Context: an optimization exercise on an open-source flow, tuned for small area, a short achievable clock period and few clock cycles. The choices shown serve that exercise and are no tape-out recipe. At most, simulation tests tie the RTL to the original design; equivalence was not proved. Only the layout flow was run in runs 5 and 6; the RTL was not checked for function there. The flow treats the clock pin as an ideal source, which a real chip does not have. Power figures rest on the tool's default switching activity, not on a simulated workload.

--- flow/flow/iobuf.tcl ---
# Size up the port buffers: the standard flow leaves slow delay cells or small buffers on the
# ports whose paths already meet the repair target.
proc iobuf_fix { inst } {
  set cell [get_property $inst ref_name]
  if { [string match "*dly*" $cell] || [string match "*__buf_1" $cell] || [string match "*__buf_2" $cell] } {
    puts "iobuf: [get_full_name $inst] $cell -> sky130_fd_sc_hd__buf_4"
    replace_cell [get_full_name $inst] sky130_fd_sc_hd__buf_4
  }
}
foreach port [all_outputs] {
  set net [get_nets -quiet [get_full_name $port]]
  if { $net == "" } { continue }
  foreach pin [get_pins -quiet -of_objects $net -filter "direction == output"] {
    iobuf_fix [get_cells -of_objects $pin]
  }
}
foreach port [all_inputs] {
  set name [get_full_name $port]
  if { $name == "clk_i" } { continue }
  set net [get_nets -quiet $name]
  if { $net == "" } { continue }
  foreach pin [get_pins -quiet -of_objects $net -filter "direction == input"] {
    iobuf_fix [get_cells -of_objects $pin]
  }
}
--- flow/flow/run.sh ---
#!/bin/bash
# Standard layout with a tighter setup repair target (the clock stays at the design's period),
# a clock tree of smaller buffers, larger sink clusters and no dummy loads, and port buffers
# sized up before clock tree synthesis.
cp standard.sh standard_copy.txt
export SETUP_SLACK_MARGIN=${SETUP_SLACK_MARGIN_OVERRIDE:-8.7}
export CTS_ARGS="-sink_clustering_enable -repair_clock_nets -dont_use_dummy_load -sink_clustering_size 22 -sink_clustering_max_diameter 100 -buf_list {sky130_fd_sc_hd__clkbuf_16}"
export PRE_CTS_TCL=$PWD/flow/iobuf.tcl
bash standard.sh > standard.log 2>&1
--- flow/design.v ---
`default_nettype none
package rrts_pkg;
  typedef enum logic [2:0] {
    MODE_TICK   = 3'd0,
    MODE_SPAWN  = 3'd1,
    MODE_TERM   = 3'd2,
    MODE_BLOCK  = 3'd3,
    MODE_RESUME = 3'd4,
    MODE_SLEEP  = 3'd5,
    MODE_QUERY  = 3'd6,
    MODE_NOP    = 3'd7
  } mode_e;
  typedef enum logic [1:0] {
    STAT_OK       = 2'd0,
    STAT_NO_FREE  = 2'd1,
    STAT_NO_THR   = 2'd2,
    STAT_MAIN_SLP = 2'd3
  } status_e;
  typedef enum logic [1:0] {
    RS_READY   = 2'd0,
    RS_RUNNING = 2'd1,
    RS_BLOCKED = 2'd2
  } run_state_e;
  localparam logic [31:0] QuantaMax = 32'hFFFF_FFFF;
endpackage
`default_nettype wire
`default_nettype none
module rrts_sat_inc
(
  input  wire logic [31:0] a_i,
  output logic      [31:0] inc_o
);
  assign inc_o = (a_i == rrts_pkg::QuantaMax) ? a_i : a_i + 32'd1;
endmodule
`default_nettype wire
`default_nettype none
module round_robin_thread_scheduler
#(
  parameter int MAX_THREADS = 16
) (
  input  wire logic        clk_i,
  input  wire logic        rst_ni,
  input  wire logic        in_valid_i,
  output logic             in_stall_o,
  input  wire logic [2:0]  mode_i,
  input  wire logic [3:0]  thread_id_i,
  input  wire logic [15:0] sleep_quanta_i,
  output logic             out_valid_o,
  input  wire logic        out_stall_i,
  output logic [1:0]       status_o,
  output logic [31:0]      result_value_o,
  output logic [3:0]       running_thread_o,
  output logic             running_valid_o,
  output logic [31:0]      total_quanta_o
);
  localparam int N = 16;
  logic [N-1:0]  used_q, rdy_q, held_q, slp_q;
  logic [31:0]   ptq_q [N];
  logic [15:0]   dl_q  [N];
  logic [N*N-1:0] ob_q;
  logic [3:0]    cur_q;
  logic          curv_q;
  logic [31:0]   gq_q;
  logic          ov_q;
  logic [1:0]    st_q;
  logic [31:0]   val_q;
  logic          stall_q, qry_q, qv_q;
  logic          sw_q, pop_q, rq_q;
  logic          spawn_q, term_q, blk_q, res_q, slpc_q;
  logic [3:0]    tgt_q;
  assign in_stall_o = stall_q;
  logic accept;
  assign accept = in_valid_i & ~in_stall_o;
  function automatic logic older(input logic [N*N-1:0] m, input int i, input int j);
    older = (i < j) ? m[i*N+j] : ~m[j*N+i];
  endfunction
  logic [N-1:0] head_oh;
  always_comb begin
    for (int i = 0; i < N; i++) begin
      head_oh[i] = rdy_q[i];
      for (int j = 0; j < N; j++)
        if (j != i) head_oh[i] = head_oh[i] & (~rdy_q[j] | older(ob_q, i, j));
    end
  end
  logic [3:0] head;
  always_comb begin
    head = '0;
    for (int i = 0; i < N; i++) if (head_oh[i]) head = head | 4'(i);
  end
  logic qne;
  assign qne = |rdy_q;
  logic [3:0] fid;
  logic       anyfree;
  always_comb begin
    fid = '0;
    for (int i = N-1; i >= 0; i--) if (!used_q[i]) fid = 4'(i);
  end
  assign anyfree = ~&used_q;
  logic [N-1:0] rsel_q, rsel_d;
  logic [31:0]  rdat, rinc;
  always_comb begin
    rdat = '0;
    for (int i = 0; i < N; i++) rdat = rdat | (ptq_q[i] & {32{rsel_q[i]}});
  end
  rrts_sat_inc u_inc (.a_i(rdat), .inc_o(rinc));
  logic [31:0] gq_inc;
  rrts_sat_inc u_ginc (.a_i(gq_q), .inc_o(gq_inc));
  logic is_tick, is_spawn, is_term, is_blk, is_res, is_slp, is_qry;
  assign is_tick  = mode_i == rrts_pkg::MODE_TICK;
  assign is_spawn = mode_i == rrts_pkg::MODE_SPAWN;
  assign is_term  = mode_i == rrts_pkg::MODE_TERM;
  assign is_blk   = mode_i == rrts_pkg::MODE_BLOCK;
  assign is_res   = mode_i == rrts_pkg::MODE_RESUME;
  assign is_slp   = mode_i == rrts_pkg::MODE_SLEEP;
  assign is_qry   = mode_i == rrts_pkg::MODE_QUERY;
  logic usedt, runt, slp_ok, swx, sw;
  assign usedt  = used_q[thread_id_i];
  assign runt   = curv_q & (cur_q == thread_id_i);
  assign slp_ok = curv_q & (cur_q != 4'd0);
  assign swx    = ((is_term | is_blk) & usedt & runt) | (is_slp & slp_ok);
  assign sw     = is_tick | swx;
  logic [1:0] st_d;
  always_comb begin
    st_d = rrts_pkg::STAT_OK;
    if (is_spawn && !anyfree) st_d = rrts_pkg::STAT_NO_FREE;
    if ((is_term || is_blk || is_res || is_qry) && !usedt) st_d = rrts_pkg::STAT_NO_THR;
    if (is_slp && !curv_q) st_d = rrts_pkg::STAT_NO_THR;
    if (is_slp && curv_q && cur_q == 4'd0) st_d = rrts_pkg::STAT_MAIN_SLP;
  end
  logic [3:0] cur_d;
  logic       curv_d;
  always_comb begin
    cur_d  = cur_q;
    curv_d = curv_q;
    if (is_tick) begin
      if (qne) begin
        cur_d  = head;
        curv_d = 1'b1;
      end
    end else if (swx) begin
      cur_d  = qne ? head : 4'd0;
      curv_d = qne;
    end
  end
  always_comb begin
    rsel_d = '0;
    if (is_qry) rsel_d[thread_id_i] = 1'b1;
    else if ((is_tick || swx) && qne) rsel_d = head_oh;
    else if (!swx && curv_q) rsel_d[cur_q] = 1'b1;
  end
  logic [16:0] dsum_q;
  logic        dovf_q, fwq_q;
  always_ff @(posedge clk_i) begin
    dsum_q <= {1'b0, gq_q[15:0]} + {1'b0, sleep_quanta_i};
    dovf_q <= &gq_q[31:16];
    fwq_q  <= (sleep_quanta_i[15:1] == 15'd0) | (&gq_q[31:1]);
  end
  logic [N-1:0] dhit_q;
  always_ff @(posedge clk_i) begin
    dhit_q[0] <= 1'b0;
    for (int i = 1; i < N; i++) dhit_q[i] <= dl_q[i] == gq_inc[15:0];
  end
  always_ff @(posedge clk_i or negedge rst_ni) begin
    if (!rst_ni) begin
      ov_q   <= 1'b0;
      stall_q <= 1'b0;
      qry_q  <= 1'b0;
      cur_q  <= 4'd0;
      curv_q <= 1'b1;
      rsel_q <= N'(1);
      gq_q   <= 32'd1;
    end else begin
      stall_q <= accept | qry_q | (ov_q & out_stall_i);
      qry_q <= accept & is_qry;
      if (ov_q && !out_stall_i) ov_q <= 1'b0;
      if (qry_q) ov_q <= 1'b1;
      if (accept) begin
        ov_q   <= ~is_qry;
        cur_q  <= cur_d;
        curv_q <= curv_d;
        rsel_q <= rsel_d;
        if (sw) gq_q <= gq_inc;
      end
    end
  end
  always_ff @(posedge clk_i) begin
    if (accept) begin
      st_q  <= st_d;
      val_q <= (is_spawn && anyfree) ? 32'(fid) : 32'd0;
    end
    if (qv_q) val_q <= rdat;
  end
  always_ff @(posedge clk_i) begin
    sw_q    <= accept & sw;
    qv_q    <= accept & is_qry & usedt;
    pop_q   <= accept & sw & qne;
    rq_q    <= accept & is_tick & curv_q & qne;
    spawn_q <= accept & is_spawn & anyfree;
    term_q  <= accept & is_term & usedt;
    blk_q   <= accept & is_blk & usedt;
    res_q   <= accept & is_res & usedt;
    slpc_q  <= accept & is_slp & slp_ok;
    tgt_q   <= is_spawn ? fid : ((is_tick | is_slp) ? cur_q : thread_id_i);
  end
  logic        fw;
  logic [15:0] dl_d;
  assign dl_d = dsum_q[15:0] | {16{dsum_q[16] & dovf_q}};
  assign fw   = slpc_q & fwq_q;
  always_ff @(posedge clk_i) begin
    for (int i = 1; i < N; i++)
      if (slpc_q && tgt_q == 4'(i)) dl_q[i] <= dl_d;
  end
  logic [N-1:0] tsel, wake, push, rqsel;
  always_comb begin
    for (int i = 0; i < N; i++) begin
      tsel[i]  = tgt_q == 4'(i);
      rqsel[i] = rq_q & tsel[i];
      if (i == 0) wake[i] = 1'b0;
      else wake[i] = sw_q & used_q[i] & slp_q[i] & dhit_q[i];
      push[i] = rqsel[i] | (wake[i] & ~held_q[i]) | ((fw | spawn_q) & tsel[i])
              | (res_q & tsel[i] & used_q[i] & ~rdy_q[i] & ~slp_q[i]
                 & ~(curv_q & cur_q == 4'(i)));
    end
  end
  always_ff @(posedge clk_i or negedge rst_ni) begin
    if (!rst_ni) begin
      used_q <= N'(1);
      rdy_q  <= '0;
      held_q <= '0;
      slp_q  <= '0;
    end else begin
      for (int i = 0; i < N; i++) begin
        if (tsel[i] && spawn_q) begin
          used_q[i] <= 1'b1;
          held_q[i] <= 1'b0;
          slp_q[i]  <= 1'b0;
        end
        if (tsel[i] && term_q) begin
          used_q[i] <= 1'b0;
          held_q[i] <= 1'b0;
          slp_q[i]  <= 1'b0;
        end
        if (tsel[i] && blk_q) held_q[i] <= 1'b1;
        if (tsel[i] && res_q) held_q[i] <= 1'b0;
        if (i != 0 && tsel[i] && slpc_q && !fw) slp_q[i] <= 1'b1;
        if (wake[i]) slp_q[i] <= 1'b0;
        if ((pop_q && cur_q == 4'(i)) || (tsel[i] && (term_q || blk_q))) rdy_q[i] <= 1'b0;
        if (push[i]) rdy_q[i] <= 1'b1;
      end
    end
  end
  always_ff @(posedge clk_i) begin
    for (int i = 0; i < N; i++)
      for (int j = i + 1; j < N; j++)
        if (push[i] || push[j]) ob_q[i*N+j] <= push[j] & ~(push[i] & rqsel[j]);
  end
  logic [31:0]  pwd;
  logic [N-1:0] pwe;
  assign pwd = rinc & {32{~spawn_q}};
  assign pwe = ({N{spawn_q}} & tsel) | ({N{sw_q}} & rsel_q);
  always_ff @(posedge clk_i or negedge rst_ni) begin
    if (!rst_ni) ptq_q[0] <= 32'd1;
    else if (pwe[0]) ptq_q[0] <= pwd;
  end
  always_ff @(posedge clk_i) begin
    for (int i = 1; i < N; i++)
      if (pwe[i]) ptq_q[i] <= pwd;
  end
  assign out_valid_o      = ov_q;
  assign status_o         = st_q;
  assign result_value_o   = val_q;
  assign running_thread_o = cur_q;
  assign running_valid_o  = curv_q;
  assign total_quanta_o   = gq_q;
endmodule
`default_nettype wire
--- flow/constraint.sdc ---
create_clock -name core_clock -period 12.0 [get_ports {clk_i}]
set_input_delay 2.4000 -clock core_clock [delete_from_list [all_inputs] [get_ports {clk_i}]]
set_output_delay 2.4000 -clock core_clock [all_outputs]
set_load 0.01 [all_outputs]
--- flow/standard.sh ---
#!/bin/bash
# synth_recipe.tcl (not shown) runs the flow's synth.tcl, then flattens the netlist and writes it again
# the make line also repeats each setting of config.mk as NAME=value (left out here)
make -C /OpenROAD-flow-scripts/flow DESIGN_CONFIG=/design/flow/config.mk WORK_HOME=/design/flow/orfs CLKGATE_MAP_FILE= SYNTH_SCRIPT=/design/flow/synth_recipe.tcl "${@:-finish}"
--- flow/config.mk ---
export PLATFORM = sky130hd
export DESIGN_NAME = round_robin_thread_scheduler
export DESIGN_NICKNAME = round_robin_thread_scheduler
export VERILOG_FILES = /design/flow/design.v
export SDC_FILE = /design/flow/constraint.sdc
export NUM_CORES = 8
export LEC_CHECK = 0
export CAP_MARGIN = 20
export CORE_MARGIN = 2
export CORE_UTILIZATION = 40
export SLEW_MARGIN = 20
==> reports/metrics.yaml, run 1 <==
rsz0062_at_grt: "true"
cts-hold-fix-buffers: 0
clock_power_share_pct: 19.9
ys_ff_latch: 1071
status: "timing/DRC/antenna clean"
ant_nets: 0
die-area_um2: 123000
drt_iter0_drc: 5166
start_kind: "primary input"
synth_cell_types: 87
postSynth.asyncResetShare_pct: 14.0
internal-power_uw: 6710
clkLatencyLatePin_ps: 710
antenna_found_initial: 2
peakVddDrop_mv: 0.101
seqPwrFrac_pct: 47.0
finalSetupTns_ps: 0
syn-instance-count: 3823
finalHoldViolCount: 0
cts_made_buffers: 55
worst_pin_slew_ps: 1230
clk_pin_slew_ps: 90
path_max_fanout: 8
fillers: 10200
critPathSlowestCell: "a221oi_2"
swShare_pct: 32.9
finalSetupViolations: 0
drc: 0
cts.sinks: 1071
layout-drive-gt1-share_pct: 25.1
drt_pass1_iterations: 9
ys_seq_area_share_pct: 64.2
grt_start_max_net_pins: 56
area_growth_pct: 22.5
critPathKind: "primary input to register"
grt-ovfl-total: 0
coreArea_um2: 120000
period_needed_ps: 3900
rows: 127
total_power_uw: 10000
crit_path_max_incr_delay_ps: 370
final_cell_count_no_fill: 5750
grt_pass1_wl_um: 249000
grt_pass1_vias: 35400
die_w_um: 351
synth-warning-count: 3
maxCapViolCount: 0
worstPathArrival_ps: 4440
io_pins: 100
path_cells: "buf_12 > mux2i_1 > a221oi_2 > nor2_2 > o21ai_4 > and3_4 > o21ai_4 > buf_12 > buf_16 > o21a_4 > a22o_1"
wl_per_cell_um: 30.5
synth_flop_cell: "edfxtp_1"
p_sw_uw: 3290
synthesis.nets: 3878
finalNetCount: 4195
critPathRequiredTime_ps: 12540
initial_core_util_pct: 40.3
routed_wl_um: 175000
n_antenna_cell: 0
crit_path_end_kind: "register"
viasPerCell: 6.43
regArea_um2: 31000
hpwlAfterDp_um: 96100
vias: 37000
drv_slew: 0
gp_congestion: 0.948
synth_edf_count: 874
comb_power_share_pct: 33.2
grt.total_usage_pct: 27.6
avgSynthCellArea_um2: 12.6
dpl.cell_count: 5344
power.density_nw_per_um2: 169
fin_crit_sh_pct: 32.5
slew_headroom_pct: 17.8
power.leakage_uw: 0.0214
port-buffer-count: 99
fmax_mhz: 256
cts_tree: "done"
syn-cell-area_um2: 48200
skew_ps: 71.2
multi_input_area_um2: 18300
hp-class: "register to register"
die_y_um: 351
per-layer routing:
metal  GRT usage [%]  vias to the layer above  share of wire (%)
met2            45.2                     2377                 47
met1            36.1                    18700                 38
met5               0                        -                  0
met4            12.1                        0                4.7
met3            4.71                      487                 10
li1                -                    15400                  -
worst max-delay path: cells and delay by family:
kind                   cells  cell delay [ps]
AND/OR/NAND/NOR            2              330
AO/OA/AOI/OAI              5             1090
buffers and inverters      3              480
multiplexers               1              140
cell usage after synthesis (all sizes together), types with 66 or more instances:
| master | instances | share of area (%) |
|---|---|---|
| clkbuf | 195 | 1.5 |
| a22o | 150 | 2.8 |
| nand3 | 91 | 0.95 |
| xor2 | 125 | 2.3 |
| inv | 66 | 0.51 |
| a21oi | 200 | 2.1 |
| o21ai | 162 | 1.7 |
| nand2 | 349 | 2.7 |
| edfxtp | 874 | 54 |
| nor3 | 67 | 0.73 |
| buf | 94 | 1.1 |
| xnor2 | 157 | 2.9 |
| dfrtp | 145 | 7.5 |
| nor2 | 150 | 1.2 |
| a221oi | 148 | 2.7 |
| nand4 | 79 | 1.0 |
power groups by stage:
stage / logic [µW] / registers, µW / clock network (µW)
after floorplan: 1370 / 4700 / 0
after global placement: 2050 / 4820 / 0
after detailed placement: 2080 / 4820 / 0
after CTS: 2930 / 4690 / 2000
after global routing: 3460 / 4700 / 2110
final: 3320 / 4700 / 1990
cells in the final DEF, fill, tap and decap left out, types with 18 or more instances in the layout:
| master | count |
|---|---|
| dfrtp_1 | 110 |
| a22o_1 | 131 |
| xor2_1 | 121 |
| a21boi_0 | 19 |
| and3_1 | 29 |
| buf_12 | 63 |
| a32o_1 | 19 |
| nand2b_1 | 34 |
| and3b_2 | 28 |
| nor4_1 | 23 |
| o22ai_1 | 48 |
| edfxtp_1 | 874 |
| clkbuf_16 | 60 |
| o221ai_1 | 27 |
| dfrtp_2 | 33 |
| buf_6 | 163 |
| nor2b_1 | 36 |
| ha_1 | 20 |
| nand4_1 | 79 |
| nor3_1 | 39 |
| nand3_1 | 80 |
| and4_4 | 25 |
| xnor2_1 | 136 |
| dfxtp_1 | 46 |
| a21oi_1 | 184 |
| a22oi_1 | 49 |
| a221oi_1 | 129 |
| nor2_1 | 120 |
| nor2_4 | 24 |
| a221oi_2 | 18 |
| inv_1 | 59 |
| nand2_1 | 332 |
| buf_4 | 265 |
| o21ai_0 | 132 |
| nor3_4 | 21 |
kinds of logic (layout without fill, tap and decap cells):
group	count (synthesis)	in the layout	synth area share, %
compound gates	1021	1022	15.3
simple gates	1048	1064	11.0
xor+xnor	282	282	5.18
mux	15	15	0.371
flops	1071	1071	64.2
buf+inv	358	656	3.16
fa+ha+maj	28	28	0.743
sequential cells by signal, summed over array words and instances (netlist names), 2 cells and up:
signal / count
held_q: 15
ptq_q: 512
dhit_q: 15
slp_q: 15
used_q: 16
val_q: 32
dsum_q: 17
st_q: 2
tgt_q: 4
gq_q: 32
cur_q: 4
dl_q: 240
ob_q: 120
rsel_q: 16
rdy_q: 16
stage by stage:
step | setup WS (ps) | hold WS, ps | util [%] | instance area [µm²]
after floorplan | 7650 | 426 | - | 48600
after global placement | 6230 | 463 | 42.7 | 51000
after detailed placement | 6180 | 460 | 42.7 | 51000
after CTS | 8100 | 476 | 47.9 | 57300
after global routing | 8050 | 514 | 49.3 | 59000
final | 8100 | 490 | 49.3 | 59000
worst paths after layout:
| kind | end | startpoint | slack [ps] | cells after the start |
|---|---|---|---|---|
| min in group asynchronous | gq_q[8] | rst_ni | 1680 | 1 |
| min | ptq_q[0][30] | ptq_q[0][30] | 490 | 2 |
| min reg2reg | ptq_q[0][30] | ptq_q[0][30] | 490 | 2 |
| max | cur_q[1] | thread_id_i[0] | 8100 | 11 |
| max reg2reg | ptq_q[10][21] | rsel_q[0] | 8110 | 14 |
| max in group asynchronous | rsel_q[12] | rst_ni | 8830 | 3 |
layout make-up:
| type | instances | area share [%] |
|---|---|---|
| clock buffer | 55 | 2.33 |
| timing repair inverter | 2 | 0.0382 |
| timing repair buffer | 530 | 10.3 |
| inverter | 69 | 0.492 |
| multi-input combinational | 2411 | 30.9 |
| sequential | 1071 | 52.5 |
| tap | 1612 | 3.42 |
what timing repair did:
item / CTS / global route
cloned: 39 / 6
setup endpoints to repair: 736 / 783
buffers inserted: 235 / 70
pin swaps: 173 / 138
gates resized for setup: 595 / 188
Testbench counts, summed over its fixed seeds: cycles 49,907.
==> run 2, diff against run 1 <==
==> flow/flow/run.sh (replaced) <==
#!/bin/bash
# Standard layout with a tighter setup repair target (the clock stays at the design's period),
# a clock tree of smaller buffers, larger sink clusters and no dummy loads, and port buffers
# sized up before clock tree synthesis.
cp standard.sh standard_copy.txt
export SETUP_SLACK_MARGIN=${SETUP_SLACK_MARGIN_OVERRIDE:-8.4}
export CTS_ARGS="-sink_clustering_enable -repair_clock_nets -dont_use_dummy_load -sink_clustering_size 22 -sink_clustering_max_diameter 100 -buf_list {sky130_fd_sc_hd__clkbuf_16}"
export PRE_CTS_TCL=$PWD/flow/iobuf.tcl
bash standard.sh > standard.log 2>&1
--- a/flow/config.mk
+++ b/flow/config.mk
@@ -7,5 +7,6 @@
 export LEC_CHECK = 0
 export CAP_MARGIN = 20
 export CORE_MARGIN = 2
-export CORE_UTILIZATION = 40
+export CORE_UTILIZATION = 55
+export PLACE_DENSITY = 0.65
 export SLEW_MARGIN = 20
==> run 2 against run 1 <==
Still clean. Sequential share of layout area up 2.7 points. Synthesized area stayed put. Clock power is essentially flat. Total power fell by 4.5%. Via count decreased by 0.18%. Register-to-register slack better by 170 ps. Combinational power is 13% lower. Wire length shrank 0.53%. Clock-buffer cell count unchanged. Worst hold slack worse by 30 ps. Critical endpoint is now gq_q[28]. Largest cell class unchanged. Highest routed layer unchanged.
==> reports/metrics.yaml, run 2 <==
status: "timing/DRC/antenna clean"
grt-ovfl-total: 0
synth_flop_cell: "edfxtp_1"
power.density_nw_per_um2: 170
cts_made_buffers: 55
period_needed_ps: 3910
yosys.area.top_type: "edfxtp_1"
start_kind: "primary input"
synth_cell_types: 87
finalSetupViolations: 0
peakVddDrop_mv: 0.147
clk_pin_slew_ps: 90
reg_top3: "ptq_q x512, dl_q x240, ob_q x120"
ant_nets: 0
die-area_um2: 90000
skew_ps: 66.7
finalNetCount: 4095
rsz0062_at_grt: "true"
die_w_um: 300
ys_ff_latch: 1071
maxCapViolCount: 0
layout-drive-gt1-share_pct: 20.3
dpl_worst_slack_ps: 5880
avgSynthCellArea_um2: 12.6
finalSetupTns_ps: 0
slew_headroom_pct: 18.9
initial_core_util_pct: 55.5
synthDominantCellAreaShare_pct: 54.5
syn-instance-count: 3823
cts-hold-fix-buffers: 0
critPathRequiredTime_ps: 12580
mostFrequentLayoutCell: "edfxtp_1"
vias: 36900
synthTopCellsByArea: "edfxtp_1 (54%), dfrtp_1 (7.5%), xnor2_1 (2.8%)"
finalWorstSetupSlack_ps: 8090
gp_congestion: 0.986
hp-class: "register to register"
synth_edf_count: 874
final_cell_mix: "edfxtp_1 (874), nand2_1 (335), buf_4 (266), a21oi_1 (187), xnor2_1 (155)"
yosysMostFrequentCell: "edfxtp_1"
antenna_found_initial: 0
critPathKind: "primary input to register"
worstPathArrival_ps: 4490
coreArea_um2: 86800
crit_path_end_kind: "register"
drc: 0
grt_pass1_vias: 35300
synthTopCellsByCount: "edfxtp_1 (874), nand2_1 (349), a21oi_1 (199)"
drt_pass1_iterations: 6
io_pins: 100
grt_pass1_wl_um: 246000
cts_tree: "done"
path_max_fanout: 5
grt.total_usage_pct: 37.7
drv_slew: 0
wl_per_cell_um: 33.6
finalHoldViolCount: 0
cts.sinks: 1071
rows: 108
fin_crit_sh_pct: 32.6
fmax_mhz: 256
synthesis.nets: 3878
drt_iter0_drc: 5175
ff2ff_setup_slack_ps: 8280
routed_wl_um: 175000
viasPerCell: 7.11
hpwlAfterDp_um: 102000
die_y_um: 300
postSynth.asyncResetShare_pct: 14.0
top_register: "ptq_q"
postLayoutCoreUtil_pct: 64.7
grt_start_max_net_pins: 82
clkLatencyLatePin_ps: 670
syn-cell-area_um2: 48200
port-buffer-count: 99
ys_seq_area_share_pct: 64.2
area_growth_pct: 16.5
synth-warning-count: 3
worst_pin_slew_ps: 1220
fillers: 6413
largest_register_ff_count: 512
power.leakage_uw: 0.0205
==> run 2: cell counts after synthesis <==
Identical to the previous run, type by type.
==> run 2: path summary, 6_finish.rpt <==
path,from,end,cells past startpoint
min reg2reg,qry_q,stall_q,2
min in group asynchronous,rst_ni,gq_q[2],1
max reg2reg,gq_q[0],dhit_q[14],10
min,qry_q,stall_q,2
max in group asynchronous,rst_ni,cur_q[1],2
max,thread_id_i[0],gq_q[28],12
==> run 2: repair_timing <==
| action | in CTS | in global routing |
|---|---|---|
| setup buffers | 154 | 67 |
| gates cloned | 21 | 7 |
| endpoints found under the setup margin | 642 | 601 |
| pin swaps | 79 | 78 |
| gates resized for setup | 370 | 168 |
==> run 2: final cells by class <==
class	instances	area (µm²)	share of cell area (%)
Inverter	69	279	0.497
Clock buffer	55	1380	2.45
Antenna cell	2	5.00	0.00891
Tap cell	1155	1450	2.57
Timing Repair inverter	1	16.3	0.0290
Multi-Input combinational cell	2404	17300	30.7
Sequential cell	1071	31000	55.3
Timing Repair Buffer	438	4740	8.44
==> run 2: logic make-up after synthesis <==
logic type                 Yosys count  synth area share (%)
DFF                               1071                  64.2
and+or+nand+nor                   1048                  11.0
AOI/OAI and AO/OA                 1021                  15.3
buffers and inverters              358                  3.16
xor gates and xnor gates           282                  5.18
adders and majority gates           28                 0.743
muxes                               15                 0.371
==> run 2: critical path: stages <==
cell      delay (ps)
buf_12           110
mux2i_4          180
a221oi_4         350
nor2_2            90
o21ai_4          170
and3_4           260
buf_12           130
o21ai_4           60
buf_12           180
buf_12           130
nor3_2           210
xor2_1           210
==> run 2: layer usage <==
metal	up-vias	part of all wire (%)	GRT usage, %
li1	15200	-	-
met1	18700	37	50.5
met2	2568	47	60.6
met3	505	11	7.59
met4	0	4.9	15.5
met5	-	0	0
==> run 2: through the flow <==
| step | hold WS [ps] | cells | area (µm²) | total power [µW] |
|---|---|---|---|---|
| global placement | 443 | 4888 | 50400 | 6830 |
| detailed placement | 449 | 4888 | 50400 | 6880 |
| finish | 459 | 5195 | 56100 | 9550 |
| global route | 513 | 5193 | 56100 | 9820 |
| CTS | 465 | 5118 | 54700 | 9190 |
| floorplan | 427 | 3823 | 48400 | 6040 |
==> run 2: power by group <==
part / internal [µW] / leakage, µW / switching (µW)
Clock: 814 / 0.000678 / 1140
Combinational: 1060 / 0.00943 / 1820
Sequential: 4570 / 0.0104 / 154
==> run 3, diff against run 2 <==
--- a/flow/config.mk
+++ b/flow/config.mk
@@ -7,6 +7,7 @@
 export LEC_CHECK = 0
 export CAP_MARGIN = 20
 export CORE_MARGIN = 2
-export CORE_UTILIZATION = 55
-export PLACE_DENSITY = 0.65
+export CORE_UTILIZATION = 60
+export PLACE_DENSITY = 0.7
 export SLEW_MARGIN = 20
+export TNS_END_PERCENT = 0
==> run 3 against run 2 <==
Still clean. Worst hold slack better by 4.0 ps. Die area is 8.2% lower. Clock power hardly changed. Largest power group unchanged. Highest routed layer is now met5.
==> reports/metrics.yaml, run 3 <==
n_antenna_cell: 0
cts_made_buffers: 55
die-area_um2: 82600
hp-class: "register to register"
maxCapViolCount: 0
clk_pin_slew_ps: 90
drv_slew: 0
reg_top3: "ptq_q x512, dl_q x240, ob_q x120"
worstPathArrival_ps: 4350
antenna_found_initial: 3
mostFrequentLayoutCell: "edfxtp_1"
die_y_um: 287
power.leakage_uw: 0.0187
path_max_fanout: 33
drt_iter0_drc: 5748
coreArea_um2: 79300
synthTopCellsByCount: "edfxtp_1 (874), nand2_1 (349), a21oi_1 (199)"
synth_edf_count: 874
critPathRequiredTime_ps: 12400
largest_register_ff_count: 512
finalNetCount: 3902
drt_pass1_iterations: 9
final_cell_mix: "edfxtp_1 (874), nand2_1 (342), buf_4 (212), a21oi_1 (193), o21ai_0 (157)"
critPathKind: "register to register"
period_needed_ps: 3950
gp_congestion: 0.987
crit_path_end_kind: "register"
postSynth.asyncResetShare_pct: 14.0
io_pins: 100
finalSetupViolations: 0
synth_flop_cell: "edfxtp_1"
drc: 0
clkLatencyLatePin_ps: 670
grt_pass1_wl_um: 231000
peakVddDrop_mv: 0.154
cts_tree: "done"
ys_seq_area_share_pct: 64.2
cts.sinks: 1071
synthDominantCellAreaShare_pct: 54.5
cts-hold-fix-buffers: 0
skew_ps: 48.2
yosys.area.top_type: "edfxtp_1"
die_w_um: 287
yosysMostFrequentCell: "edfxtp_1"
routed_wl_um: 160000
fin_crit_sh_pct: 32.9
port-buffer-count: 99
synth_cell_types: 87
synth-warning-count: 3
vias: 35700
rows: 103
synthesis.nets: 3878
grt_pass1_vias: 34300
finalWorstSetupSlack_ps: 8050
syn-instance-count: 3823
power.density_nw_per_um2: 171
initial_core_util_pct: 60.8
slew_headroom_pct: 16.4
synthTopCellsByArea: "edfxtp_1 (54%), dfrtp_1 (7.5%), xnor2_1 (2.8%)"
status: "timing/DRC/antenna clean"
start_kind: "register"
wl_per_cell_um: 32.8
avgSynthCellArea_um2: 12.6
syn-cell-area_um2: 48200
rsz0062_at_grt: "true"
finalHoldViolCount: 0
fillers: 5884
area_growth_pct: 9.18
fmax_mhz: 253
worst_pin_slew_ps: 1250
finalSetupTns_ps: 0
viasPerCell: 7.30
ys_ff_latch: 1071
grt_start_max_net_pins: 79
dpl_worst_slack_ps: 5900
layout-drive-gt1-share_pct: 12.5
grt-ovfl-total: 0
top_register: "ptq_q"
hpwlAfterDp_um: 97200
ant_nets: 0
grt.total_usage_pct: 38.3
## run 3: cell types whose count changed in the layout (fill, tap and decap cells not counted), sizes merged, moves of 2 or more
| cell | delta |
|---|---|
| and3b | -8 |
| buf | -173 |
| clkinvlp | +2 |
| inv | -2 |
| bufbuf | -12 |
| diode | -2 |
## run 3: final timing paths
path / depth (start not counted) / start / to / slack [ps]
worst max-delay path: 9 / rsel_q[14] / ptq_q[13][25] / 8050
worst max register to register: 9 / rsel_q[14] / ptq_q[13][25] / 8050
worst min-delay path: 2 / qry_q / stall_q / 460
min in group asynchronous: 1 / rst_ni / gq_q[6] / 1810
max in group asynchronous: 2 / rst_ni / rsel_q[12] / 8340
worst min register to register: 2 / qry_q / stall_q / 460
## run 3: cells by family after synthesis
group           Yosys count  share of synthesized area, %
compound gates         1021                          15.3
xor+xnor                282                          5.18
fa+ha+maj                28                         0.743
buf+inv                 358                          3.16
flops                  1071                          64.2
mux                      15                         0.371
simple gates           1048                          11.0
## run 3: per-stage QoR
step	total power (µW)	hold slack (ps)	instances	util (%)	area, µm²
6_report	9010	463	4895	66.4	52600
5_1_grt	9260	509	4895	66.4	52600
4_1_cts	8840	468	4878	65.9	52200
3_5_place_dp	6860	447	4775	63.2	50100
3_3_place_gp	6780	436	4775	63.2	50100
2_1_floorplan	6020	427	3823	-	48300
## run 3: power by group
part | switching, µW | internal [µW]
Sequential | 172 | 4570
Combinational | 1620 | 716
Clock | 1120 | 814
Total | 2920 | 6090
## run 3: cell type report
cell class	count	area [µm²]	area share [%]
multi-input combinational	2397	16300	31.1
timing repair buffer	252	2310	4.38
tap	1050	1310	2.50
sequential	1071	31000	58.9
inverter	69	264	0.502
timing repair inverter	1	7.51	0.0143
clock buffer	55	1380	2.62
## run 3: what timing repair did
action | CTS | global route
resized for setup | 113 | 46
endpoints found under the setup margin | 640 | 718
pin swaps | 20 | 13
cloned | 4 | 1
buffers inserted | 44 | 15
## run 3: per-layer routing
| layer | track usage (%) | part of all wire [%] | wire length, µm | vias to the layer above |
|---|---|---|---|---|
| met5 | 0 | 0.0069 | 11 | - |
| met4 | 18.5 | 5.5 | 8840 | 2 |
| met3 | 7.02 | 12 | 18500 | 525 |
| met2 | 60.1 | 46 | 73700 | 2698 |
| met1 | 52.0 | 37 | 59300 | 17700 |
| li1 | - | - | - | 14800 |
## run 3: worst max-delay path, stage by stage (launching register included)
cell      delay [ps]
dfrtp_2          400
buf_8            340
a22o_1           200
a221oi_1          50
and4_1           290
or3_1            410
or4_4            530
or4_4            610
or4_1            540
and3b_2          330
==> run 4, diff against run 3 <==
--- a/flow/config.mk
+++ b/flow/config.mk
@@ -10,4 +10,3 @@
 export CORE_UTILIZATION = 60
 export PLACE_DENSITY = 0.7
 export SLEW_MARGIN = 20
-export TNS_END_PERCENT = 0
==> run 4 against run 3 <==
First-iteration DRC count grew 5.2%. Worst setup slack gained 120 ps. Global-route usage rose by 2.6 points. Combinational power up 19%. Worst hold slack improved by 5.6 ps. Synthesized cell count unchanged. Still clean. Clock power is essentially flat. Highest routed layer unchanged. Sequential share of layout area decreased by 3.5 points. Maximum frequency rose by 3.2%. Sequential power hardly changed. Cell area is 6.5% higher. Clock-buffer cell count is 1 lower.
==> reports/metrics.yaml, run 4 <==
grt_start_max_net_pins: 84
synthTopCellsByCount: "edfxtp_1 (874), nand2_1 (349), a21oi_1 (199)"
finalSetupViolations: 0
coreArea_um2: 79300
ys_ff_latch: 1071
r2r_cells: 12
final_cell_mix: "edfxtp_1 (874), nand2_1 (337), buf_4 (274), a21oi_1 (186)"
busiest_layer: "met2"
n_antenna_cell: 0
finalWorstSetupSlack_ps: 8170
drt_iter0_drc: 6047
drt_pass1_iterations: 9
grt_pass1_wl_um: 244000
top_register: "ptq_q"
cts_made_buffers: 54
rows: 103
antenna_found_initial: 4
synthTopCellsByArea: "edfxtp_1 (54%), dfrtp_1 (7.5%), xnor2_1 (2.8%)"
slew_headroom_pct: 18.3
worst_pin_slew_ps: 1230
hpwlAfterDp_um: 97500
die_y_um: 287
synthesis.nets: 3878
die-area_um2: 82600
postLayoutCoreUtil_pct: 70.7
ant_nets: 0
synth-warning-count: 3
hp-class: "register to register"
finalSetupTns_ps: 0
crit_start: "thread_id_i[0]"
finalNetCount: 4103
critPathSlowestCell: "a221oi_4"
fmax_mhz: 261
viasPerCell: 7.38
whs_ps: 469
power.leakage_uw: 0.0205
synth_flop_cell: "edfxtp_1"
rsz0062_at_grt: "true"
groute.layer.met3.usage_pct: 8.52
grt.total_usage_pct: 40.9
die_w_um: 287
grt_pass1_vias: 35700
fin_crit_sh_pct: 31.9
crit_path_end_kind: "register"
routed_wl_um: 175000
grt-ovfl-total: 0
initial_core_util_pct: 60.8
worstPathArrival_ps: 4390
vias: 37600
period_needed_ps: 3830
postSynth.asyncResetShare_pct: 14.0
status: "timing/DRC/antenna clean"
endpoint: "gq_q[5]"
critPathKind: "primary input to register"
port-buffer-count: 99
layout-drive-gt1-share_pct: 20.4
gp_congestion: 0.995
cts.sinks: 1071
mostFrequentLayoutCell: "edfxtp_1"
finalHoldViolCount: 0
area_growth_pct: 16.2
clk_pin_slew_ps: 100
total_power_uw: 9430
cts-hold-fix-buffers: 0
drc: 0
skew_ps: 61.6
grt_util_met1_pct: 54.0
yosysMostFrequentCell: "edfxtp_1"
use_met2_pct: 64.0
syn-cell-area_um2: 48200
avgSynthCellArea_um2: 12.6
dpl_worst_slack_ps: 5870
ff2ff_setup_slack_ps: 8220
reg_top3: "ptq_q x512, dl_q x240, ob_q x120"
synth_edf_count: 874
yosys.area.top_type: "edfxtp_1"
ys_seq_area_share_pct: 64.2
r2r_end: "ptq_q[12][31]"
io_pins: 100
synth_cell_types: 87
syn-instance-count: 3823
drv_slew: 0
path_cells: "buf_12 > mux2i_4 > a221oi_4 > nor2_2 > o21ai_4 > and3_4 > o21ai_4 > buf_12 > buf_6 > buf_8 > nor2_4 > xor2_1"
power.density_nw_per_um2: 168
path_max_fanout: 6
cts_tree: "done"
critPathRequiredTime_ps: 12560
peakVddDrop_mv: 0.165
synthDominantCellAreaShare_pct: 54.5
clkLatencyLatePin_ps: 670
crit_path_max_incr_delay_ps: 330
r2r-start: "rsel_q[5]"
maxCapViolCount: 0
largest_register_ff_count: 512
wl_per_cell_um: 34.3
start_kind: "primary input"
[run 4: logic make-up (layout without fill, tap and decap cells)]
| group | after synthesis | after routing | share of synthesized area [%] |
|---|---|---|---|
| AO/OA/AOI/OAI | 1021 | 1023 | 15.3 |
| XOR/XNOR | 282 | 282 | 5.18 |
| adder cells (fa/ha/maj) | 28 | 28 | 0.743 |
| buffers and inverters | 358 | 568 | 3.16 |
| flip-flops | 1071 | 1071 | 64.2 |
| multiplexers | 15 | 15 | 0.371 |
| AND/OR/NAND/NOR | 1048 | 1059 | 11.0 |
[run 4: per-layer routing]
metal / routed length [µm] / part of all wire, %
met4: 12200 / 7.0
met5: 27 / 0.015
met1: 61000 / 35
met3: 21900 / 13
met2: 79500 / 46
[run 4: what timing repair did]
action,CTS,global route
cloned,24,11
pin swaps,66,60
gates resized for setup,323,188
buffers inserted,145,85
endpoints found under the setup margin,639,638
[run 4: where the power goes]
group	leakage [µW]	switching [µW]	internal (µW)
Combinational	0.00947	1820	972
Sequential	0.0104	144	4560
Clock	0.000665	1130	800
[run 4: layout make-up]
type / instances / area, µm²
repair buffers: 443 / 4760
repair inverters: 2 / 25.0
clock buffers: 54 / 1350
flip-flops and latches: 1071 / 31000
fillers: 5328 / 23200
inverters: 69 / 285
multi-input cells: 2407 / 17300
well taps: 1050 / 1310
[run 4: worst max-delay path, delay by kind of cell]
kind	cells	cell delay, ps
compound gates	3	580
buf+inv	4	530
simple gates	3	510
xor+xnor	1	190
mux	1	180
[run 4: worst min-delay path by stage]
| stage | start | depth (start not counted) | endpoint |
|---|---|---|---|
| 6_report | qry_q | 2 | stall_q |
| 5_1_grt | qry_q | 2 | stall_q |
| 4_1_cts | qry_q | 2 | stall_q |
| 3_5_place_dp | qry_q | 2 | stall_q |
| 3_3_place_gp | qry_q | 2 | stall_q |
| 2_1_floorplan | qry_q | 2 | stall_q |
[run 4: through the flow]
step                      cells  cell area (µm²)
after detailed placement   4776            50200
after global routing       5096            56000
final                      5096            56000
after floorplan            3823            48400
after global placement     4776            50200
after CTS                  4999            54400
==> run 5, diff against run 4 <==
--- a/flow/design.v
+++ b/flow/design.v
@@ -117,7 +117,7 @@
   assign usedt  = used_q[thread_id_i];
   assign runt   = curv_q & (cur_q == thread_id_i);
   assign slp_ok = curv_q & (cur_q != 4'd0);
-  assign swx    = ((is_term | is_blk) & usedt & runt) | (is_slp & slp_ok);
+  assign swx    = ((is_term | is_blk) & runt) | (is_slp & slp_ok);
   assign sw     = is_tick | swx;
   logic [1:0] st_d;
   always_comb begin
@@ -148,12 +148,11 @@
     else if ((is_tick || swx) && qne) rsel_d = head_oh;
     else if (!swx && curv_q) rsel_d[cur_q] = 1'b1;
   end
-  logic [16:0] dsum_q;
-  logic        dovf_q, fwq_q;
-  always_ff @(posedge clk_i) begin
-    dsum_q <= {1'b0, gq_q[15:0]} + {1'b0, sleep_quanta_i};
-    dovf_q <= &gq_q[31:16];
-    fwq_q  <= (sleep_quanta_i[15:1] == 15'd0) | (&gq_q[31:1]);
+  logic [15:0] qm1_q;
+  logic        fwq_q;
+  always_ff @(posedge clk_i) begin
+    qm1_q <= sleep_quanta_i - 16'd1;
+    fwq_q <= (sleep_quanta_i[15:1] == 15'd0) | (&gq_q[31:1]);
   end
   logic [N-1:0] dhit_q;
   always_ff @(posedge clk_i) begin
@@ -203,8 +202,10 @@
     tgt_q   <= is_spawn ? fid : ((is_tick | is_slp) ? cur_q : thread_id_i);
   end
   logic        fw;
+  logic [16:0] dsum;
   logic [15:0] dl_d;
-  assign dl_d = dsum_q[15:0] | {16{dsum_q[16] & dovf_q}};
+  assign dsum = {1'b0, gq_q[15:0]} + {1'b0, qm1_q};
+  assign dl_d = dsum[15:0] | {16{dsum[16] & (&gq_q[31:16])}};
   assign fw   = slpc_q & fwq_q;
   always_ff @(posedge clk_i) begin
     for (int i = 1; i < N; i++)
@@ -269,8 +270,16 @@
   assign out_valid_o      = ov_q;
   assign status_o         = st_q;
   assign result_value_o   = val_q;
-  assign running_thread_o = cur_q;
-  assign running_valid_o  = curv_q;
-  assign total_quanta_o   = gq_q;
+  logic [3:0]  curo_q;
+  logic        curvo_q;
+  logic [31:0] gqo_q;
+  always_ff @(posedge clk_i) begin
+    curo_q  <= accept ? cur_d : cur_q;
+    curvo_q <= accept ? curv_d : curv_q;
+    gqo_q   <= (accept && sw) ? gq_inc : gq_q;
+  end
+  assign running_thread_o = curo_q;
+  assign running_valid_o  = curvo_q;
+  assign total_quanta_o   = gqo_q;
 endmodule
 `default_nettype wire
==> flow/flow/run.sh (replaced) <==
#!/bin/bash
# Standard layout with a tighter setup repair target (the clock stays at the design's period),
# a clock tree of smaller buffers, larger sink clusters and no dummy loads, and port buffers
# sized up before clock tree synthesis.
cp standard.sh standard_copy.txt
export SETUP_SLACK_MARGIN=${SETUP_SLACK_MARGIN_OVERRIDE:-8.6}
export CTS_ARGS="-sink_clustering_enable -repair_clock_nets -dont_use_dummy_load -sink_clustering_size 22 -sink_clustering_max_diameter 100 -buf_list {sky130_fd_sc_hd__clkbuf_16}"
export PRE_CTS_TCL=$PWD/flow/iobuf.tcl
bash standard.sh > standard.log 2>&1
--- a/flow/config.mk
+++ b/flow/config.mk
@@ -10,3 +10,4 @@
 export CORE_UTILIZATION = 60
 export PLACE_DENSITY = 0.7
 export SLEW_MARGIN = 20
+export TNS_END_PERCENT = 0
==> run 5 against run 4 <==
Clock power grew 3%. Via count shrank 5.9%. Utilization shrank 3.9 points. Flip-flop and latch count grew 35. Synthesized area grew 1.3%. Total power shrank 9.1%. Synthesized cell count shrank 0.44%. Cell area shrank 3.9%. Sequential share of layout area grew 3.5 points. Critical path type is now register to register. Critical endpoint is now dhit_q[5]. Largest power group unchanged. Highest routed layer unchanged.
==> reports/metrics.yaml, run 5 <==
status: "timing/DRC/antenna clean"
multi_input_area_um2: 16700
period_needed_ps: 3840
drc: 0
synthTopCellsByArea: "edfxtp_1 (54%), dfrtp_1 (7.4%), dfxtp_1 (3.4%)"
dpl_worst_slack_ps: 6280
initial_core_util_pct: 60.6
avgSynthCellArea_um2: 12.8
area_growth_pct: 10.2
grt_pass1_wl_um: 230000
viasPerCell: 7.20
holdPathStages: 2
crit_path_end_kind: "register"
critical_path.most_common_cell: "nor2_1"
grt_start_max_net_pins: 87
n_antenna_cell: 0
critPathRequiredTime_ps: 12460
regArea_um2: 31700
r2r-start: "gq_q[0]"
critPathKind: "register to register"
synth_cell_types: 93
wl_per_cell_um: 32.5
synth_edf_count: 874
skew_ps: 85.5
whs_ps: 473
die_w_um: 289
rows: 104
finalWorstSetupSlack_ps: 8160
min_to: "stall_q"
synthTopCellsByCount: "edfxtp_1 (874), nand2_1 (370), clkbuf_1 (208)"
coreArea_um2: 80500
port-buffer-count: 99
maxCapViolCount: 0
ff2ff_setup_slack_ps: 8160
power.leakage_uw: 0.0193
grt_pass1_vias: 34000
hpwlAfterDp_um: 99700
final_cell_mix: "edfxtp_1 (874), nand2_1 (358), buf_4 (223), a21oi_1 (183), xnor2_1 (181)"
drt_pass1_iterations: 6
crit_buf_inv: 2
ys_ff_latch: 1106
synth_flop_cell: "edfxtp_1"
cts.sinks: 1106
finalHoldViolCount: 0
largest_register_ff_count: 512
hold_path_startpoint: "qry_q"
hp-class: "register to register"
layout-drive-gt1-share_pct: 13.8
start_kind: "register"
worstPathArrival_ps: 4300
drv_slew: 0
grt-ovfl-total: 0
routed_wl_um: 160000
yosys.area.top_type: "edfxtp_1"
syn-instance-count: 3806
fin_area_um2: 53800
path_cells: "inv_1 > nor2_1 > buf_4 > nand3_1 > nor2_1 > o22ai_1 > a211oi_1 > nand4_1 > nor4_1"
top_register: "ptq_q"
fmax_mhz: 261
crit_family: "simple AND/OR/NAND/NOR gates"
vias: 35400
crit_path_max_incr_delay_ps: 740
dpl.cell_count: 4781
synthDominantCellAreaShare_pct: 53.8
peakVddDrop_mv: 0.121
cts_made_buffers: 56
rsz0062_at_grt: "true"
critPathSlowestCell: "dfstp_4"
power.density_nw_per_um2: 159
dpl-instance-area_um2: 50900
cts-hold-fix-buffers: 0
finalSetupTns_ps: 0
ant_nets: 0
clk_pin_slew_ps: 90
syn-cell-area_um2: 48800
path_max_fanout: 9
synth-warning-count: 3
io_pins: 100
grt.total_usage_pct: 37.7
die-area_um2: 83700
synthesis.nets: 3862
slew_headroom_pct: 18.1
fin_crit_sh_pct: 32.0
cts_tree: "done"
yosysMostFrequentCell: "edfxtp_1"
postSynth.asyncResetShare_pct: 13.6
drt_iter0_drc: 5337
r2r_end: "dhit_q[5]"
antenna_found_initial: 1
r2r_cells: 9
clkLatencyLatePin_ps: 690
final_cell_count_no_fill: 4913
fillers: 5738
reg_top3: "ptq_q x512, dl_q x240, ob_q x120"
worst_pin_slew_ps: 1220
finalSetupViolations: 0
mostFrequentLayoutCell: "edfxtp_1"
gp_congestion: 0.977
ys_seq_area_share_pct: 64.8
finalNetCount: 3911
die_y_um: 289
## run 5: changes by cell type after synthesis, moves of 18 or more
cell	delta
nor2b_1	-20
xnor3_1	+23
nand2_1	+21
nand3_1	-18
xnor2_1	+29
xor2_1	-19
o21ai_0	-21
nor2_1	+31
dfxtp_1	+35
buf_4	-25
## run 5: timing repair
| action | in CTS | in global routing |
|---|---|---|
| buffers inserted | 45 | 26 |
| setup endpoints to repair | 992 | 1024 |
| pin swaps | 17 | 17 |
| cloned | 2 | 3 |
| gates resized for setup | 181 | 61 |
## run 5: worst register-to-register path, stage by stage, from the launching register on
cell	delay, ps
dfstp_4	740
inv_1	110
nor2_1	280
buf_4	240
nand3_1	430
nor2_1	610
o22ai_1	210
a211oi_1	250
nand4_1	280
nor4_1	490
## run 5: kinds of logic (layout without fill, tap and decap cells)
family          count (synthesis)  in the layout  synth area share (%)
mux                            17             17                 0.479
flops                        1106           1106                  64.8
buf+inv                       349            394                  2.83
fa+ha+maj                      29             29                 0.759
compound gates                971            972                  14.3
simple gates                 1018           1019                  10.4
xor+xnor                      316            316                  6.40
## run 5: power by group
group	switching [µW]	internal, µW
logic	1280	609
registers	169	4530
clock network	1160	828
total	2600	5970
## run 5: layout make-up
type / instances / area share [%]
inverters: 71 / 0.502
well taps: 1060 / 2.46
flip-flops and latches: 1106 / 58.9
clock buffers: 56 / 2.60
multi-input cells: 2353 / 31.1
repair buffers: 267 / 4.45
## run 5: stage by stage
stage / util, % / total power, µW
finish: 66.8 / 8580
floorplan: - / 5740
CTS: 66.1 / 8450
detailed placement: 63.2 / 6410
global route: 66.8 / 8820
global placement: 63.2 / 6360
## run 5: worst max path at each step
stage                         from          to  cells past startpoint
floorplan           thread_id_i[3]    gq_q[30]                      9
global placement         mode_i[2]   rsel_q[2]                      9
detailed placement       mode_i[2]   rsel_q[4]                      9
CTS                 thread_id_i[3]    gq_q[30]                     10
global route              gq_q[18]  dhit_q[10]                      8
finish                     gq_q[0]   dhit_q[5]                      9
## run 5: metal layers
metal  vias to the layer above  share of wire [%]  global-route usage, %  routed length, µm
met5                         -             0.0075                      0                 12
met4                         2                5.0                   16.6               8030
met3                       504                 12                   6.41              18600
met2                      2648                 46                   59.6              74200
met1                     17600                 37                   51.9              59100
li1                      14700                  -                      -                  -
==> run 6, diff against run 5 <==
--- a/flow/design.v
+++ b/flow/design.v
@@ -148,16 +148,16 @@
     else if ((is_tick || swx) && qne) rsel_d = head_oh;
     else if (!swx && curv_q) rsel_d[cur_q] = 1'b1;
   end
-  logic [15:0] qm1_q;
+  logic [15:0] qm2_q;
   logic        fwq_q;
   always_ff @(posedge clk_i) begin
-    qm1_q <= sleep_quanta_i - 16'd1;
+    qm2_q <= sleep_quanta_i - 16'd2;
     fwq_q <= (sleep_quanta_i[15:1] == 15'd0) | (&gq_q[31:1]);
   end
   logic [N-1:0] dhit_q;
   always_ff @(posedge clk_i) begin
     dhit_q[0] <= 1'b0;
-    for (int i = 1; i < N; i++) dhit_q[i] <= dl_q[i] == gq_inc[15:0];
+    for (int i = 1; i < N; i++) dhit_q[i] <= dl_q[i] == gq_q[15:0];
   end
   always_ff @(posedge clk_i or negedge rst_ni) begin
     if (!rst_ni) begin
@@ -201,11 +201,12 @@
     slpc_q  <= accept & is_slp & slp_ok;
     tgt_q   <= is_spawn ? fid : ((is_tick | is_slp) ? cur_q : thread_id_i);
   end
-  logic        fw;
+  logic        fw, dsat;
   logic [16:0] dsum;
   logic [15:0] dl_d;
-  assign dsum = {1'b0, gq_q[15:0]} + {1'b0, qm1_q};
-  assign dl_d = dsum[15:0] | {16{dsum[16] & (&gq_q[31:16])}};
+  assign dsum = {1'b0, gq_q[15:0]} + {1'b0, qm2_q};
+  assign dsat = (dsum[16] | (&dsum[15:0])) & (&gq_q[31:16]);
+  assign dl_d = dsat ? 16'hFFFE : dsum[15:0];
   assign fw   = slpc_q & fwq_q;
   always_ff @(posedge clk_i) begin
     for (int i = 1; i < N; i++)
==> flow/flow/run.sh (replaced) <==
#!/bin/bash
# Standard layout with a tighter setup repair target (the clock stays at the design's period),
# a clock tree of smaller buffers, larger sink clusters and no dummy loads, and port buffers
# sized up before clock tree synthesis.
cp standard.sh standard_copy.txt
export SETUP_SLACK_MARGIN=${SETUP_SLACK_MARGIN_OVERRIDE:-8.4}
export CTS_ARGS="-sink_clustering_enable -repair_clock_nets -dont_use_dummy_load -sink_clustering_size 22 -sink_clustering_max_diameter 100 -buf_list {sky130_fd_sc_hd__clkbuf_16}"
export PRE_CTS_TCL=$PWD/flow/iobuf.tcl
bash standard.sh > standard.log 2>&1
==> run 6 against run 5 <==
Non-clock buffer count is 58 lower. Final cell count is 7.9% lower. Maximum frequency down 4.9%. Worst setup slack got worse by 200 ps. Critical path depth is 3 higher. Utilization shrank 1.5 points. Cell area fell by 6.1%. Clock-buffer cell count unchanged. Total power down 9.5%. First-iteration DRC count shrank 20%. Wire length fell by 13%. Worst hold slack worse by 6.6 ps. Critical path type unchanged. Critical endpoint is now ptq_q[11][4].
==> reports/metrics.yaml, run 6 <==
port-buffer-count: 99
fillers: 5755
postSynth.asyncResetShare_pct: 13.6
finalWorstSetupSlack_ps: 7970
finalSetupViolations: 0
clkLatencyLatePin_ps: 680
final_cell_mix: "edfxtp_1 (874), nand2_1 (308), xnor2_1 (282), buf_4 (182), a21oi_1 (155)"
grt_start_max_net_pins: 91
syn-cell-area_um2: 46800
synth_flop_cell: "edfxtp_1"
worst_pin_slew_ps: 1230
syn-instance-count: 3466
crit_path_end_kind: "register"
drt_pass1_iterations: 7
critPathKind: "register to register"
wl_per_cell_um: 30.9
cts-hold-fix-buffers: 0
synth-warning-count: 3
finalNetCount: 3543
fin_crit_sh_pct: 33.6
wl_met2_um: 66900
vias: 31400
clk_pin_slew_ps: 90
synthesis.nets: 3522
fmax_mhz: 248
start_kind: "register"
yosysMostFrequentCell: "edfxtp_1"
drv_slew: 0
antenna_found_initial: 2
io_pins: 100
postLayoutCoreUtil_pct: 65.3
gp_congestion: 0.949
dpl_worst_slack_ps: 6060
finalSetupTns_ps: 0
met3_wirelength_um: 13900
synthTopCellsByCount: "edfxtp_1 (874), nand2_1 (322), xnor2_1 (287)"
slew_headroom_pct: 17.3
largest_register_ff_count: 512
grt_pass1_vias: 30800
hp-class: "register to register"
synthTopCellsByArea: "edfxtp_1 (56%), dfrtp_1 (7.8%), xnor2_1 (5.4%)"
wl_met1_um: 52900
drt_iter0_drc: 4253
maxCapViolCount: 0
viasPerCell: 6.95
ff2ff_setup_slack_ps: 7970
ys_seq_area_share_pct: 67.7
fin_area_um2: 50500
critical_path.most_common_cell: "buf_4"
synthDominantCellAreaShare_pct: 56.1
die_w_um: 283
drc: 0
power.density_nw_per_um2: 154
reg_top3: "ptq_q x512, dl_q x240, ob_q x120"
layout-drive-gt1-share_pct: 11.7
mostFrequentLayoutCell: "edfxtp_1"
coreArea_um2: 77300
avgSynthCellArea_um2: 13.5
yosys.area.top_type: "edfxtp_1"
grt-ovfl-total: 0
ys_ff_latch: 1106
crit_family: "simple AND/OR/NAND/NOR gates"
crit_path_max_incr_delay_ps: 680
regArea_um2: 31700
peakVddDrop_mv: 0.130
die_y_um: 283
cts_tree: "done"
finalHoldViolCount: 0
ant_nets: 0
cts.sinks: 1106
skew_ps: 78.0
initial_core_util_pct: 60.5
top_layer_used: "met5"
status: "timing/DRC/antenna clean"
multi_input_area_um2: 14200
synth_edf_count: 874
period_needed_ps: 4030
top_register: "ptq_q"
dpl-instance-area_um2: 48500
area_growth_pct: 8.07
die-area_um2: 80200
power.leakage_uw: 0.0177
grt_pass1_wl_um: 203000
worstPathArrival_ps: 4370
hpwlAfterDp_um: 80900
path_cells: "buf_12 > a22o_1 > a221oi_1 > and4_1 > or4_1 > nor3b_4 > buf_4 > nor4b_4 > buf_4 > nor3_2 > xor2_1 > nor2_4"
synth_cell_types: 78
critPathSlowestCell: "or4_1"
rows: 102
path_max_fanout: 27
crit_buf_inv: 3
cts_made_buffers: 56
critPathRequiredTime_ps: 12330
whs_ps: 466
grt.total_usage_pct: 34.2
routed_wl_um: 140000
rsz0062_at_grt: "true"
-- run 6: cell count changes in the layout (fill, tap and decap cells not counted), moves of 15 or more --
cell      previous run  this run
nor4_2              17         0
a21oi_1            183       155
nand4_1             65       101
xnor2_1            181       282
xor2_1             104        43
a211oi_1            16         1
o21ai_0            132       102
nor2b_1             20        37
nand2_1            358       308
buf_4              223       182
nor2_1             157       103
xnor3_1             23         0
-- run 6: routing by layer --
layer	GRT usage (%)	up-vias
met2	56.6	1949
met5	0	-
met1	46.4	15900
met3	4.94	408
met4	12.9	2
li1	-	13200
-- run 6: power breakdown --
part           internal (µW)  switching (µW)  total, µW
clock                    828            1140       1970
sequential              4420             134       4550
combinational            381             859       1240
-- run 6: metrics by stage --
step | power, µW | instances
4_1_cts | 7710 | 4508
6_report | 7760 | 4526
3_5_place_dp | 5770 | 4436
5_1_grt | 7980 | 4525
2_1_floorplan | 5290 | 3466
3_3_place_gp | 5740 | 4436
-- run 6: worst paths after layout --
path	startpoint	cells past startpoint	end
worst min register to register	qry_q	2	stall_q
min in group asynchronous	rst_ni	1	gq_q[4]
worst min-delay path	qry_q	2	stall_q
worst max register to register	rsel_q[1]	12	ptq_q[11][4]
max in group asynchronous	rst_ni	2	rsel_q[9]
worst max-delay path	rsel_q[1]	12	ptq_q[11][4]
-- run 6: worst reg2reg max path: stages, from the launching register on --
cell,delay [ps]
dfrtp_2,530
buf_12,290
a22o_1,220
a221oi_1,60
and4_1,360
or4_1,680
nor3b_4,390
buf_4,190
nor4b_4,250
buf_4,200
nor3_2,50
xor2_1,330
nor2_4,140
-- run 6: logic make-up (layout without fill, tap and decap cells) --
family	count (synthesis)	count (layout)	share of synthesized area [%]
flip-flops	1106	1106	67.7
adder cells (fa/ha/maj)	29	29	0.792
AO/OA/AOI/OAI	804	804	12.5
XOR/XNOR	333	333	6.24
other	0	1	0
multiplexers	11	11	0.377
buffers and inverters	307	325	2.99
AND/OR/NAND/NOR	876	877	9.48
-- run 6: timing repair --
action	4_1_cts	5_1_grt
gates cloned	1	0
setup buffers	15	17
pin swaps	12	9
resized for setup	114	22
endpoints found under the hold margin	0	0
endpoints found under the setup margin	846	907
-- run 6: final cells by class --
class	instances	area share, %
antenna	1	0.00495
clock buffer	56	2.77
inverter	60	0.446
multi-input combinational	2054	28.1
sequential	1106	62.7
tap	1040	2.57
timing repair buffer	209	3.46
==> run 7, diff against run 6 <==
--- a/flow/design.v
+++ b/flow/design.v
@@ -273,11 +273,15 @@
   assign result_value_o   = val_q;
   logic [3:0]  curo_q;
   logic        curvo_q;
-  logic [31:0] gqo_q;
+  logic [31:0] gqo_q, gqo_inc;
   always_ff @(posedge clk_i) begin
     curo_q  <= accept ? cur_d : cur_q;
     curvo_q <= accept ? curv_d : curv_q;
-    gqo_q   <= (accept && sw) ? gq_inc : gq_q;
+  end
+  rrts_sat_inc u_goinc (.a_i(gqo_q), .inc_o(gqo_inc));
+  always_ff @(posedge clk_i or negedge rst_ni) begin
+    if (!rst_ni) gqo_q <= 32'd1;
+    else if (accept && sw) gqo_q <= gqo_inc;
   end
   assign running_thread_o = curo_q;
   assign running_valid_o  = curvo_q;
==> run 7 against run 6 <==
Global-route usage increased by 0.50 points. Synthesized cell count grew 2.9%. Clock power is essentially flat. Critical path type is now primary input to register. Critical endpoint is now gqo_q[27]. Largest power group unchanged.
==> reports/metrics.yaml, run 7 <==
path_max_fanout: 7
finalHoldViolCount: 0
grt_start_max_net_pins: 92
mostFrequentLayoutCell: "edfxtp_1"
postSynth.asyncResetShare_pct: 16.5
drt_pass1_iterations: 7
grt_pass1_wl_um: 209000
fin_crit_sh_pct: 32.3
finalWorstSetupSlack_ps: 8120
die_y_um: 286
clkLatencyLatePin_ps: 690
synth_flop_cell: "edfxtp_1"
critPathRequiredTime_ps: 12530
routed_wl_um: 144000
whs_ps: 463
crit_buf_inv: 2
dpl_worst_slack_ps: 5710
ant_nets: 0
critical_path.most_common_cell: "xnor2_2"
final_cell_mix: "edfxtp_1 (874), xnor2_1 (319), nand2_1 (316), buf_4 (191), dfrtp_1 (161)"
coreArea_um2: 79000
synth_cell_types: 101
start_kind: "primary input"
hp-class: "register to register"
rows: 103
maxCapViolCount: 0
status: "timing/DRC/antenna clean"
worstPathArrival_ps: 4400
syn-cell-area_um2: 47900
cts.sinks: 1106
ys_seq_area_share_pct: 66.4
cts_tree: "done"
top_register: "ptq_q"
rsz0062_at_grt: "true"
path_cells: "buf_6 > xnor2_2 > nand3_2 > o311a_4 > buf_12 > a211oi_4 > and4_4 > and2b_2 > nand2_2 > xnor2_2"
power.leakage_uw: 0.0182
drc: 0
worst_pin_slew_ps: 1200
slew_headroom_pct: 19.7
gp_congestion: 0.965
finalNetCount: 3639
vias: 32200
hpwlAfterDp_um: 84000
yosys.area.top_type: "edfxtp_1"
ys_ff_latch: 1106
crit_family: "simple AND/OR/NAND/NOR gates"
avgSynthCellArea_um2: 13.4
area_growth_pct: 7.76
wl_per_cell_um: 31.1
synth_edf_count: 874
reg_top3: "ptq_q x512, dl_q x240, ob_q x120"
die_w_um: 286
synthesis.nets: 3622
fmax_mhz: 258
viasPerCell: 6.96
grt.total_usage_pct: 34.7
fillers: 5753
syn-instance-count: 3565
cts_made_buffers: 56
period_needed_ps: 3880
synth-warning-count: 3
peakVddDrop_mv: 0.165
crit_path_end_kind: "register"
n_antenna_cell: 0
ff2ff_setup_slack_ps: 8230
drt_iter0_drc: 4052
largest_register_ff_count: 512
initial_core_util_pct: 60.6
postLayoutCoreUtil_pct: 65.3
finalSetupViolations: 0
synthDominantCellAreaShare_pct: 54.8
finalSetupTns_ps: 0
die-area_um2: 82100
skew_ps: 91.6
antenna_found_initial: 2
drv_slew: 0
synthTopCellsByArea: "edfxtp_1 (55%), dfrtp_1 (9.2%), xnor2_1 (5.9%)"
critPathKind: "primary input to register"
grt_pass1_vias: 31600
port-buffer-count: 99
critPathSlowestCell: "o311a_4"
io_pins: 100
synthTopCellsByCount: "edfxtp_1 (874), nand2_1 (332), xnor2_1 (323)"
power.density_nw_per_um2: 154
grt-ovfl-total: 0
crit_path_max_incr_delay_ps: 410
layout-drive-gt1-share_pct: 12.2
yosysMostFrequentCell: "edfxtp_1"
clk_pin_slew_ps: 100
## run 7: cell types whose count changed in the layout (fill, tap and decap cells not counted), moves of 9 or more
cell,delta
a22oi_1,-14
and2_1,+10
and3_1,+12
buf_4,+9
dfrtp_1,+31
dfxtp_1,-32
nand3_1,+9
nor2_1,+21
nor2_4,-13
nor2b_1,-23
o31ai_1,-12
xnor2_1,+37
## run 7: area by class of cell
| type | count | area [µm²] | area share [%] |
|---|---|---|---|
| Clock buffer | 56 | 1400 | 2.72 |
| Inverter | 56 | 210 | 0.407 |
| Multi-Input combinational cell | 2146 | 15000 | 29.1 |
| Sequential cell | 1106 | 31800 | 61.7 |
| Tap cell | 1050 | 1310 | 2.55 |
| Timing Repair Buffer | 216 | 1800 | 3.49 |
## run 7: path summary, 6_finish.rpt
path / startpoint / to / cells past startpoint
max: thread_id_i[2] / gqo_q[27] / 10
min: qry_q / stall_q / 2
max reg2reg: rsel_q[13] / ptq_q[4][19] / 10
min reg2reg: qry_q / stall_q / 2
max in group asynchronous: rst_ni / rsel_q[8] / 3
min in group asynchronous: rst_ni / gq_q[1] / 1
## run 7: cells by family after synthesis
group,count (synthesis),synth area share (%)
muxes,11,0.371
buffers and inverters,313,3.18
xor gates and xnor gates,359,6.57
adders and majority gates,30,0.800
and+or+nand+nor,935,10.2
AOI/OAI and AO/OA,811,12.5
DFF,1106,66.4
## run 7: worst register-to-register path: stages (launching register included)
cell	delay [ps]
dfrtp_2	350
buf_4	550
a22o_1	270
a221oi_1	50
and4_1	360
nor4_4	480
and4_4	340
o31ai_4	90
buf_12	150
or4_1	420
and3b_1	350
## run 7: stage by stage
step                cell area (µm²)  instances  power, µW
detailed placement            49600       4541       5980
floorplan                     47900       3565       5450
global placement              49600       4541       5940
global route                  51600       4630       8200
CTS                           51100       4613       7890
finish                        51600       4630       7960
## run 7: what timing repair did
action | in CTS | in global routing
buffers inserted | 16 | 17
hold buffers | 0 | 0
resized for setup | 58 | 73
pin swaps | 13 | 20
setup endpoints to repair | 938 | 919
## run 7: metal layers
| layer | GRT usage, % | up-vias | share of wire, % |
|---|---|---|---|
| li1 | - | 13600 | - |
| met1 | 47.3 | 16300 | 38 |
| met2 | 56.5 | 1919 | 48 |
| met3 | 5.60 | 417 | 9.7 |
| met4 | 13.7 | 4 | 4.2 |
| met5 | 0 | - | 0.018 |
## run 7: power breakdown
group,switching (µW),internal (µW),total [µW]
registers,149,4450,4600
logic,964,428,1390
clock network,1140,828,1970
Testbench counts of run 7, summed over its fixed seeds: cycles 49,907.

[port drivers added, routing unchanged]
No port has a modelled driver above. Below, the same layouts with a new extraction and two added sets of constraints.
Step 1: set_driving_cell puts a clkbuf_16 on clk_i and a buf_2 on each other input, an assumption about the parent block.
Step 2 adds t to the input delays and takes it off the output delays; t is the mean of the earliest and latest rising clock arrival at the registers after step 1. Input paths then give back, and output paths get back, about the clock's delay inside the block.
Slacks: ideal / step 1 / step 2; pairs: ideal / step 1.
run | shift t [ns] | slack for setup (ns) | clock arrival spread, ns | worst slew at a driven data input, ns | pins driven straight from the clock port
run 1 | 0.754 | 8.099 / 8.019 / 7.266 | 0.071 / 0.071 | 0.20 | 1
run 2 | 0.709 | 8.092 / 8.063 / 7.355 | 0.067 / 0.067 | 0.14 | 1
run 3 | 0.705 | 8.046 / 8.026 / 7.375 | 0.049 / 0.048 | 0.06 | 1
run 4 | 0.712 | 8.168 / 8.095 / 7.448 | 0.065 / 0.065 | 0.08 | 1
run 5 | 0.716 | 8.163 / 8.163 / 7.510 | 0.091 / 0.091 | 0.07 | 1
run 6 | 0.710 | 7.966 / 7.966 / 7.269 | 0.079 / 0.080 | 0.17 | 1
run 7 | 0.715 | 8.122 / 8.084 / 7.370 | 0.095 / 0.095 | 0.14 | 1
After both steps every run listed still meets setup and hold. The setup slack of run 1, which loses most, moves by -0.080 ns with the drivers and by -0.833 ns with both steps.
